From an optimization exercise on the open Yosys and OpenROAD flow, aimed at small area; shortcuts taken in it are not production practice.
Where RTL was checked, it was by simulation tests only, not by an equivalence proof against the original.

==> inputs of run F <==
==> flow/design.v <==
package gpr_pkg;
  localparam int XLEN_DEF = 32;
  localparam int NREG_DEF = 32;
  localparam int AW = $clog2(NREG_DEF);
  typedef logic [AW-1:0] reg_idx_t;
  typedef logic [XLEN_DEF-1:0] xword_t;
endpackage
module gpr_scoreboard #(
  parameter int NREG = gpr_pkg::NREG_DEF
) (
  input  logic [NREG-1:0] i_set,     
  input  logic [NREG-1:0] i_keep_n,  
  input  logic            i_keep,    
  input  logic [NREG-1:0] i_pend,
  output logic [NREG-1:0] o_nxt
);
  assign o_nxt = i_set | ({NREG{i_keep}} & i_pend & ~i_keep_n);
endmodule
module gpr_dec #(
  parameter int N = 32,
  localparam int IW = $clog2(N)
) (
  input  logic [IW-1:0] i_a,
  input  logic          i_en,
  output logic [N-1:0]  o_y
);
  logic [3:0] w_lo;
  logic [7:0] w_hi;
  for (genvar j = 0; j < 4; j++) begin : g_lo
    assign w_lo[j] = i_en & (i_a[1:0] == 2'(j));
  end
  for (genvar m = 0; m < 8; m++) begin : g_hi
    assign w_hi[m] = (i_a[4:2] == 3'(m));
  end
  for (genvar k = 0; k < N; k++) begin : g_y
    assign o_y[k] = w_lo[k % 4] & w_hi[k / 4];
  end
endmodule
module gpr_sb #(
  parameter int XLEN = gpr_pkg::XLEN_DEF,
  parameter int NREG = gpr_pkg::NREG_DEF,
  parameter int NREAD = 4,
  parameter int NWRITE = 2,
  localparam int IW = $clog2(NREG)
) (
  input  logic                   i_clk,
  input  logic                   i_rst_n,
  input  logic [NREAD*IW-1:0]    i_raddr,
  output logic [NREAD*XLEN-1:0]  o_rdata,
  output logic [NREAD-1:0]       o_rready,
  input  logic [NWRITE-1:0]      i_we,
  input  logic [NWRITE*IW-1:0]   i_waddr,
  input  logic [NWRITE*XLEN-1:0] i_wdata,
  input  logic [NWRITE-1:0]      i_rsv_en,
  input  logic [NWRITE*IW-1:0]   i_rsv_addr,
  input  logic                   i_flush,
  output logic [NREG-1:0]        o_busy
);
  logic [XLEN-1:0] r_regs [1:NREG-1];
  logic [NREG-1:1] r_pend;
  logic [NREG-1:0] w_dw0, w_dw1, w_dr0, w_dr1;
  gpr_dec #(.N(NREG)) u_dw0 (.i_a(i_waddr[0 +: IW]),     .i_en(i_we[0]),               .o_y(w_dw0));
  gpr_dec #(.N(NREG)) u_dw1 (.i_a(i_waddr[IW +: IW]),    .i_en(i_we[1]),               .o_y(w_dw1));
  gpr_dec #(.N(NREG)) u_dr0 (.i_a(i_rsv_addr[0 +: IW]),  .i_en(i_rsv_en[0] & i_rst_n), .o_y(w_dr0));
  gpr_dec #(.N(NREG)) u_dr1 (.i_a(i_rsv_addr[IW +: IW]), .i_en(i_rsv_en[1] & i_rst_n), .o_y(w_dr1));
  logic [NREG-1:0] w_pnxt, w_wany;
  assign w_wany = w_dw0 | w_dw1;
  gpr_scoreboard #(.NREG(NREG)) u_sb (
    .i_set(w_dr0 | w_dr1),
    .i_keep_n(w_wany),
    .i_keep(i_rst_n & !i_flush),
    .i_pend({r_pend, 1'b0}),
    .o_nxt(w_pnxt)
  );
  always_ff @(posedge i_clk) r_pend <= w_pnxt[NREG-1:1];
  assign o_busy = {r_pend, 1'b0};
  logic [XLEN-1:0] w_wd0, w_wd1;
  assign w_wd0 = i_wdata[0 +: XLEN] & {XLEN{i_rst_n}};
  assign w_wd1 = i_wdata[XLEN +: XLEN];
  for (genvar k = 1; k < NREG; k++) begin : g_reg
    logic s0, s1, h;
    logic [XLEN-1:0] w_nxt;
    assign s1 = i_rst_n & w_dw1[k];
    assign s0 = !i_rst_n | (w_dw0[k] & !w_dw1[k]);
    assign h = i_rst_n & !w_wany[k];
    for (genvar b = 0; b < XLEN; b++) begin : g_bit
      gpr_aoi222 u_w (
        .i_a0(s1), .i_b0(w_wd1[b]), .i_a1(s0), .i_b1(w_wd0[b]), .i_a2(h), .i_b2(r_regs[k][b]),
        .o_y(w_nxt[b])
      );
    end
    always_ff @(posedge i_clk) r_regs[k] <= ~w_nxt;
  end
  for (genvar i = 0; i < NREAD; i++) begin : g_rd
    logic [IW-1:0] a;
    logic f0, f1, nz, rb;
    logic [NREG-1:0] sel;
    assign a = i_raddr[i*IW +: IW];
    assign nz = (a != '0);
    assign f1 = nz & i_we[1] & (i_waddr[IW +: IW] == a);
    assign f0 = nz & i_we[0] & (i_waddr[0 +: IW] == a) & !f1;
    gpr_dec #(.N(NREG)) u_da (.i_a(a), .i_en(!(f0 | f1)), .o_y(sel));
    for (genvar b = 0; b < XLEN; b++) begin : g_bit
      logic [NREG:0] dat;
      assign dat[0] = i_wdata[b];
      assign dat[1] = i_wdata[XLEN + b];
      for (genvar k = 1; k < NREG; k++) begin : g_k
        assign dat[k+1] = r_regs[k][b];
      end
      gpr_rsel u_r (.i_sel({sel[NREG-1:1], f1, f0}), .i_dat(dat), .o_q(o_rdata[i*XLEN + b]));
    end
    gpr_rsel u_rb (.i_sel({sel[NREG-1:1], f1, f0}), .i_dat({r_pend, 2'b00}), .o_q(rb));
    assign o_rready[i] = !rb;
  end
endmodule
module gpr_aoi222 (
  input  logic i_a0, i_b0, i_a1, i_b1, i_a2, i_b2,
  output logic o_y
);
  assign o_y = !((i_a0 & i_b0) | (i_a1 & i_b1) | (i_a2 & i_b2));
endmodule
module gpr_rsel (
  input  logic [32:0] i_sel,
  input  logic [32:0] i_dat,
  output logic        o_q
);
  logic [10:0] w_n;
  for (genvar g = 0; g < 11; g++) begin : g_t
    gpr_aoi222 u_t (
      .i_a0(i_sel[3*g]), .i_b0(i_dat[3*g]), .i_a1(i_sel[3*g+1]), .i_b1(i_dat[3*g+1]),
      .i_a2(i_sel[3*g+2]), .i_b2(i_dat[3*g+2]), .o_y(w_n[g])
    );
  end
  assign o_q = !(&w_n);
endmodule
==> flow/run.sh <==
#!/bin/bash
# synth_recipe.tcl (not shown) runs the flow's synth.tcl, then flattens the netlist and writes it again
# the make line also repeats each setting of config.mk as NAME=value (left out here)
make -C /OpenROAD-flow-scripts/flow DESIGN_CONFIG=/design/flow/config.mk WORK_HOME=/design/flow/orfs CLKGATE_MAP_FILE= SYNTH_SCRIPT=/design/flow/synth_recipe.tcl finish
==> flow/config.mk <==
export PLATFORM = sky130hd
export DESIGN_NAME = gpr_sb
export DESIGN_NICKNAME = gpr_sb
export VERILOG_FILES = /design/flow/design.v
export SDC_FILE = /design/flow/constraint.sdc
export NUM_CORES = 4
export LEC_CHECK = 0
export CAP_MARGIN = 20
export CORE_MARGIN = 2
export CORE_UTILIZATION = 65
export SLEW_MARGIN = 20
export SYNTH_HIERARCHICAL = 1
==> flow/constraint.sdc <==
create_clock -name core_clock -period 7.0 [get_ports {i_clk}]
set_input_delay 1.4000 -clock core_clock [delete_from_list [all_inputs] [get_ports {i_clk}]]
set_output_delay 1.4000 -clock core_clock [all_outputs]
set_load 0.01 [all_outputs]
==> inputs of run H, as changes to run F <==
--- a/flow/design.v
+++ b/flow/design.v
@@ -57,5 +57,5 @@
   output logic [NREG-1:0]        o_busy
 );
-  logic [XLEN-1:0] r_regs [1:NREG-1];
+  logic [XLEN-1:0] r_regs [1:NREG-1];   
   logic [NREG-1:1] r_pend;
   logic [NREG-1:0] w_dw0, w_dw1, w_dr0, w_dr1;
@@ -75,12 +75,14 @@
   always_ff @(posedge i_clk) r_pend <= w_pnxt[NREG-1:1];
   assign o_busy = {r_pend, 1'b0};
+  logic r_phase;
+  always_ff @(posedge i_clk) r_phase <= !i_rst_n | !r_phase;
   logic [XLEN-1:0] w_wd0, w_wd1;
-  assign w_wd0 = i_wdata[0 +: XLEN] & {XLEN{i_rst_n}};
-  assign w_wd1 = i_wdata[XLEN +: XLEN];
+  assign w_wd0 = i_wdata[0 +: XLEN] ^ {XLEN{r_phase}};
+  assign w_wd1 = i_wdata[XLEN +: XLEN] ^ {XLEN{r_phase}};
   for (genvar k = 1; k < NREG; k++) begin : g_reg
     logic s0, s1, h;
     logic [XLEN-1:0] w_nxt;
     assign s1 = i_rst_n & w_dw1[k];
-    assign s0 = !i_rst_n | (w_dw0[k] & !w_dw1[k]);
+    assign s0 = i_rst_n & w_dw0[k] & !w_dw1[k];
     assign h = i_rst_n & !w_wany[k];
     for (genvar b = 0; b < XLEN; b++) begin : g_bit
@@ -90,5 +92,5 @@
       );
     end
-    always_ff @(posedge i_clk) r_regs[k] <= ~w_nxt;
+    always_ff @(posedge i_clk) r_regs[k] <= w_nxt;
   end
   for (genvar i = 0; i < NREAD; i++) begin : g_rd
@@ -103,13 +105,13 @@
     for (genvar b = 0; b < XLEN; b++) begin : g_bit
       logic [NREG:0] dat;
-      assign dat[0] = i_wdata[b];
-      assign dat[1] = i_wdata[XLEN + b];
+      assign dat[0] = w_wd0[b];
+      assign dat[1] = w_wd1[b];
       for (genvar k = 1; k < NREG; k++) begin : g_k
         assign dat[k+1] = r_regs[k][b];
       end
-      gpr_rsel u_r (.i_sel({sel[NREG-1:1], f1, f0}), .i_dat(dat), .o_q(o_rdata[i*XLEN + b]));
+      gpr_rsel u_r (.i_sel({sel[NREG-1:1], f1, f0}), .i_dat(dat), .i_inv(r_phase & nz), .o_q(o_rdata[i*XLEN + b]));
     end
-    gpr_rsel u_rb (.i_sel({sel[NREG-1:1], f1, f0}), .i_dat({r_pend, 2'b00}), .o_q(rb));
-    assign o_rready[i] = !rb;
+    gpr_rsel u_rb (.i_sel({sel[NREG-1:1], f1, f0}), .i_dat({r_pend, 2'b00}), .i_inv(1'b1), .o_q(rb));
+    assign o_rready[i] = rb;
   end
 endmodule
@@ -123,4 +125,5 @@
   input  logic [32:0] i_sel,
   input  logic [32:0] i_dat,
+  input  logic        i_inv,
   output logic        o_q
 );
@@ -132,4 +135,19 @@
     );
   end
-  assign o_q = !(&w_n);
+  logic w_any;
+  gpr_nand11 u_or (.i_a(w_n), .o_y(w_any));
+  gpr_xor2 u_x (.i_a(w_any), .i_b(i_inv), .o_y(o_q));
 endmodule
+module gpr_nand11 (
+  input  logic [10:0] i_a,
+  output logic        o_y
+);
+  assign o_y = !(&i_a);
+endmodule
+module gpr_xor2 (
+  input  logic i_a,
+  input  logic i_b,
+  output logic o_y
+);
+  assign o_y = i_a ^ i_b;
+endmodule
==> flow/flow/run.sh (new file) <==
#!/bin/bash
# The standard layout, with port buffers of a small plain buffer cell, high-fanout nets
# buffered before global placement (flow/fanout.tcl; kept untouched through global placement),
# global routing that holds back more of met1/met2 (flow/fastroute.tcl) and clock tree
# synthesis without dummy loads. Full tool output goes to flow.log here.
set -euo pipefail
export BUFFER_PORTS_ARGS="-buffer_cell sky130_fd_sc_hd__buf_2"
export CTS_ARGS="-sink_clustering_enable -repair_clock_nets -dont_use_dummy_load -buf_list {sky130_fd_sc_hd__clkbuf_4 sky130_fd_sc_hd__clkbuf_8 sky130_fd_sc_hd__clkbuf_16}"
export FANOUT_DONT_TOUCH=1
export PRE_GLOBAL_PLACE_TCL="$PWD/flow/fanout.tcl"
export FASTROUTE_TCL="$PWD/flow/fastroute.tcl"
export POST_GLOBAL_PLACE_TCL="$PWD/flow/untouch.tcl"
bash standard.sh finish > flow.log 2>&1
==> flow/flow/fanout.tcl (new file) <==
# Buffer every high-fanout signal net before global placement with a plain buf_4 per group
# of at most maxload loads (buf_2 for small groups), so that placement-time repair does not oversize its drivers.
set maxload 36
set minload 11
set blk [ord::get_db_block]
set db [ord::get_db]
set bufm4 [$db findMaster sky130_fd_sc_hd__buf_4]
set bufm2 [$db findMaster sky130_fd_sc_hd__buf_2]
set nb 0
foreach net [$blk getNets] {
  set st [$net getSigType]
  if {$st ne "SIGNAL"} continue
  if {[llength [$net getBTerms]] > 0} continue
  set loads {}
  set drv ""
  foreach it [$net getITerms] {
    if {[$it isOutputSignal]} { set drv $it } elseif {[$it isInputSignal]} { lappend loads $it }
  }
  if {$drv eq ""} continue
  set dm [[$drv getInst] getMaster]
  if {[$dm isSequential] && [llength $loads] < 12} continue
  set n [llength $loads]
  if {$n < $minload} continue
  set loads [lsort -command {apply {{a b} {string compare [[$a getInst] getName] [[$b getInst] getName]}}} $loads]
  set ng [expr {($n + $maxload - 1) / $maxload}]
  set per [expr {($n + $ng - 1) / $ng}]
  for {set g 0} {$g < $ng} {incr g} {
    set bufm [expr {$per > 20 ? $bufm4 : $bufm2}]
    set inst [odb::dbInst_create $blk $bufm "fbuf_$nb"]
    set nn [odb::dbNet_create $blk "fbuf_net_$nb"]
    incr nb
    foreach it [lrange $loads [expr {$g*$per}] [expr {$g*$per+$per-1}]] {
      $it disconnect
      $it connect $nn
    }
    [$inst findITerm A] connect $net
    [$inst findITerm X] connect $nn
    if {[info exists ::env(FANOUT_DONT_TOUCH)]} { set_dont_touch [get_cells [$inst getName]] }
  }
}
global_connect
puts "fanout.tcl: inserted $nb buffers"
==> flow/flow/fastroute.tcl (new file) <==
# Global routing layers as the platform sets them, but with more of met1 and met2 held back,
# so that global routing leaves room on the lower layers for pin access in dense cell areas.
set_global_routing_layer_adjustment $::env(MIN_ROUTING_LAYER)-$::env(MAX_ROUTING_LAYER) 0.2
set_global_routing_layer_adjustment met1 0.5
set_global_routing_layer_adjustment met2 0.35

set_routing_layers -clock $::env(MIN_CLK_ROUTING_LAYER)-$::env(MAX_ROUTING_LAYER)
set_routing_layers -signal $::env(MIN_ROUTING_LAYER)-$::env(MAX_ROUTING_LAYER)
==> flow/flow/untouch.tcl (new file) <==
# After global placement: release the high-fanout buffers from dont_touch so later repair may resize them.
foreach inst [[ord::get_db_block] getInsts] {
  if {[string match fbuf_* [$inst getName]]} { $inst setDoNotTouch 0 }
}
puts "untouch.tcl: released fanout buffers"
==> flow/standard.sh (new file) <==
#!/bin/bash
# synth_recipe.tcl (not shown) runs the flow's synth.tcl, then flattens the netlist and writes it again
# the make line also repeats each setting of config.mk as NAME=value (left out here)
make -C /OpenROAD-flow-scripts/flow DESIGN_CONFIG=/design/flow/config.mk WORK_HOME=/design/flow/orfs CLKGATE_MAP_FILE= SYNTH_SCRIPT=/design/flow/synth_recipe.tcl "${@:-finish}"
CAP_MARGIN = 0   (was 20)
CELL_PAD_IN_SITES_DETAIL_PLACEMENT = 1   (was default)
CELL_PAD_IN_SITES_GLOBAL_PLACEMENT = 2   (was default)
CORE_UTILIZATION = 25   (was 65)
PLACE_DENSITY = 0.35   (was default)
SETUP_SLACK_MARGIN = 0.2   (was default)
SLEW_MARGIN = 0   (was 20)
removed: flow/run.sh
==> inputs of run G, as changes to run F <==
--- a/flow/design.v
+++ b/flow/design.v
@@ -57,5 +57,5 @@
   output logic [NREG-1:0]        o_busy
 );
-  logic [XLEN-1:0] r_regs [1:NREG-1];
+  logic [XLEN-1:0] r_regs [1:NREG-1];   
   logic [NREG-1:1] r_pend;
   logic [NREG-1:0] w_dw0, w_dw1, w_dr0, w_dr1;
@@ -75,12 +75,14 @@
   always_ff @(posedge i_clk) r_pend <= w_pnxt[NREG-1:1];
   assign o_busy = {r_pend, 1'b0};
+  logic r_phase;
+  always_ff @(posedge i_clk) r_phase <= !i_rst_n | !r_phase;
   logic [XLEN-1:0] w_wd0, w_wd1;
-  assign w_wd0 = i_wdata[0 +: XLEN] & {XLEN{i_rst_n}};
-  assign w_wd1 = i_wdata[XLEN +: XLEN];
+  assign w_wd0 = i_wdata[0 +: XLEN] ^ {XLEN{r_phase}};
+  assign w_wd1 = i_wdata[XLEN +: XLEN] ^ {XLEN{r_phase}};
   for (genvar k = 1; k < NREG; k++) begin : g_reg
     logic s0, s1, h;
     logic [XLEN-1:0] w_nxt;
     assign s1 = i_rst_n & w_dw1[k];
-    assign s0 = !i_rst_n | (w_dw0[k] & !w_dw1[k]);
+    assign s0 = i_rst_n & w_dw0[k] & !w_dw1[k];
     assign h = i_rst_n & !w_wany[k];
     for (genvar b = 0; b < XLEN; b++) begin : g_bit
@@ -90,5 +92,5 @@
       );
     end
-    always_ff @(posedge i_clk) r_regs[k] <= ~w_nxt;
+    always_ff @(posedge i_clk) r_regs[k] <= w_nxt;
   end
   for (genvar i = 0; i < NREAD; i++) begin : g_rd
@@ -103,13 +105,13 @@
     for (genvar b = 0; b < XLEN; b++) begin : g_bit
       logic [NREG:0] dat;
-      assign dat[0] = i_wdata[b];
-      assign dat[1] = i_wdata[XLEN + b];
+      assign dat[0] = w_wd0[b];
+      assign dat[1] = w_wd1[b];
       for (genvar k = 1; k < NREG; k++) begin : g_k
         assign dat[k+1] = r_regs[k][b];
       end
-      gpr_rsel u_r (.i_sel({sel[NREG-1:1], f1, f0}), .i_dat(dat), .o_q(o_rdata[i*XLEN + b]));
+      gpr_rsel u_r (.i_sel({sel[NREG-1:1], f1, f0}), .i_dat(dat), .i_inv(r_phase & nz), .o_q(o_rdata[i*XLEN + b]));
     end
-    gpr_rsel u_rb (.i_sel({sel[NREG-1:1], f1, f0}), .i_dat({r_pend, 2'b00}), .o_q(rb));
-    assign o_rready[i] = !rb;
+    gpr_rsel u_rb (.i_sel({sel[NREG-1:1], f1, f0}), .i_dat({r_pend, 2'b00}), .i_inv(1'b1), .o_q(rb));
+    assign o_rready[i] = rb;
   end
 endmodule
@@ -123,4 +125,5 @@
   input  logic [32:0] i_sel,
   input  logic [32:0] i_dat,
+  input  logic        i_inv,
   output logic        o_q
 );
@@ -132,4 +135,4 @@
     );
   end
-  assign o_q = !(&w_n);
+  assign o_q = !(&w_n) ^ i_inv;
 endmodule
==> flow/flow/run.sh (new file) <==
#!/bin/bash
# The standard layout, with port buffers of a small plain buffer cell, high-fanout nets
# buffered before global placement (flow/fanout.tcl) and clock tree synthesis without dummy
# loads. Full tool output goes to flow.log here.
set -euo pipefail
export BUFFER_PORTS_ARGS="-buffer_cell sky130_fd_sc_hd__buf_2"
export CTS_ARGS="-sink_clustering_enable -repair_clock_nets -dont_use_dummy_load -sink_clustering_size 20 -sink_clustering_max_diameter 120 -buf_list {sky130_fd_sc_hd__clkbuf_2 sky130_fd_sc_hd__clkbuf_4 sky130_fd_sc_hd__clkbuf_8}"
export FANOUT_DONT_TOUCH=1
export PRE_GLOBAL_PLACE_TCL="$PWD/flow/fanout.tcl"
bash standard.sh finish > flow.log 2>&1
==> flow/flow/fanout.tcl (new file) <==
# Buffer every high-fanout signal net before global placement with a plain buf_4 per group
# of at most MAXLOAD loads, so that placement-time repair does not oversize its drivers.
set maxload 34
set minload 11
set blk [ord::get_db_block]
set db [ord::get_db]
set bufm [$db findMaster sky130_fd_sc_hd__buf_4]
set nb 0
foreach net [$blk getNets] {
  set st [$net getSigType]
  if {$st ne "SIGNAL"} continue
  if {[llength [$net getBTerms]] > 0} continue
  set loads {}
  set drv ""
  foreach it [$net getITerms] {
    if {[$it isOutputSignal]} { set drv $it } elseif {[$it isInputSignal]} { lappend loads $it }
  }
  if {$drv eq ""} continue
  set dm [[$drv getInst] getMaster]
  if {[$dm isSequential] && [llength $loads] < 12} continue
  set n [llength $loads]
  if {$n < $minload} continue
  set loads [lsort -command {apply {{a b} {string compare [[$a getInst] getName] [[$b getInst] getName]}}} $loads]
  set ng [expr {($n + $maxload - 1) / $maxload}]
  set per [expr {($n + $ng - 1) / $ng}]
  for {set g 0} {$g < $ng} {incr g} {
    set inst [odb::dbInst_create $blk $bufm "fbuf_$nb"]
    set nn [odb::dbNet_create $blk "fbuf_net_$nb"]
    incr nb
    foreach it [lrange $loads [expr {$g*$per}] [expr {$g*$per+$per-1}]] {
      $it disconnect
      $it connect $nn
    }
    [$inst findITerm A] connect $net
    [$inst findITerm X] connect $nn
    if {[info exists ::env(FANOUT_DONT_TOUCH)]} { set_dont_touch [get_cells [$inst getName]] }
  }
}
global_connect
puts "fanout.tcl: inserted $nb buffers"
==> flow/standard.sh (new file) <==
#!/bin/bash
# synth_recipe.tcl (not shown) runs the flow's synth.tcl, then flattens the netlist and writes it again
# the make line also repeats each setting of config.mk as NAME=value (left out here)
make -C /OpenROAD-flow-scripts/flow DESIGN_CONFIG=/design/flow/config.mk WORK_HOME=/design/flow/orfs CLKGATE_MAP_FILE= SYNTH_SCRIPT=/design/flow/synth_recipe.tcl "${@:-finish}"
CAP_MARGIN = 0   (was 20)
CORE_UTILIZATION = 30   (was 65)
SLEW_MARGIN = 0   (was 20)
removed: flow/run.sh
==> notes.md <==
quantity                                                run H           run G           run F
Die X                                                  469 µm          430 µm          297 µm
Status                               timing/DRC/antenna clean  did not finish  did not finish
Stage where the flow stopped                                -         5_1_grt         5_1_grt
Clk sinks                                                1024            1024            1023
Num CTS Buffers                                           138              59             105
Cell count after placement                               8538            7992            7620
Initial core utilization                                0.252           0.302           0.656
Number of core rows                                       170             156             107
Synthesized netlist cell count                           4891            4891            5739
Hpwl dp                                             280000 µm       270000 µm       229000 µm
H-tree depth                                                4               2               3
GP Congestion                                               -            1.07            1.27
Number of instances resized during post-cts repair         61               0              23
Post-Syn Area                                       54000 µm²       54500 µm²       56000 µm²
Die Y-Extent                                           469 µm          430 µm          297 µm
Number of post-CTS setup repair buffers                     6               0              14
The RTL of run F and run G was laid out without a check of its function.

## port drivers added, routing unchanged
Ports are ideal in the flow. The routed layout listed here was re-timed in OpenROAD. Step 1: set_driving_cell puts a clkbuf_16 on i_clk and a buf_2 on each other input, an assumption about the parent block. Step 2 also shifts input and output timing later by t, the mid clock arrival at the registers, as if the neighbouring blocks saw the same clock. Three values: no drivers, after step 1, after step 2; two values: the first two.
run: run H
t, ns: 0.938
setup WS [ns]: 0.082 / 0.054 / 0.054
latest minus earliest clock arrival (ns): 0.069 / 0.069
slew at the worst register clock pin (ns): 0.07 / 0.07
worst data-port slew with drivers (ns): 0.13
After both steps run H still meets setup and hold. The setup slack of run H moves by -0.028 ns with the drivers and by -0.028 ns with both steps.
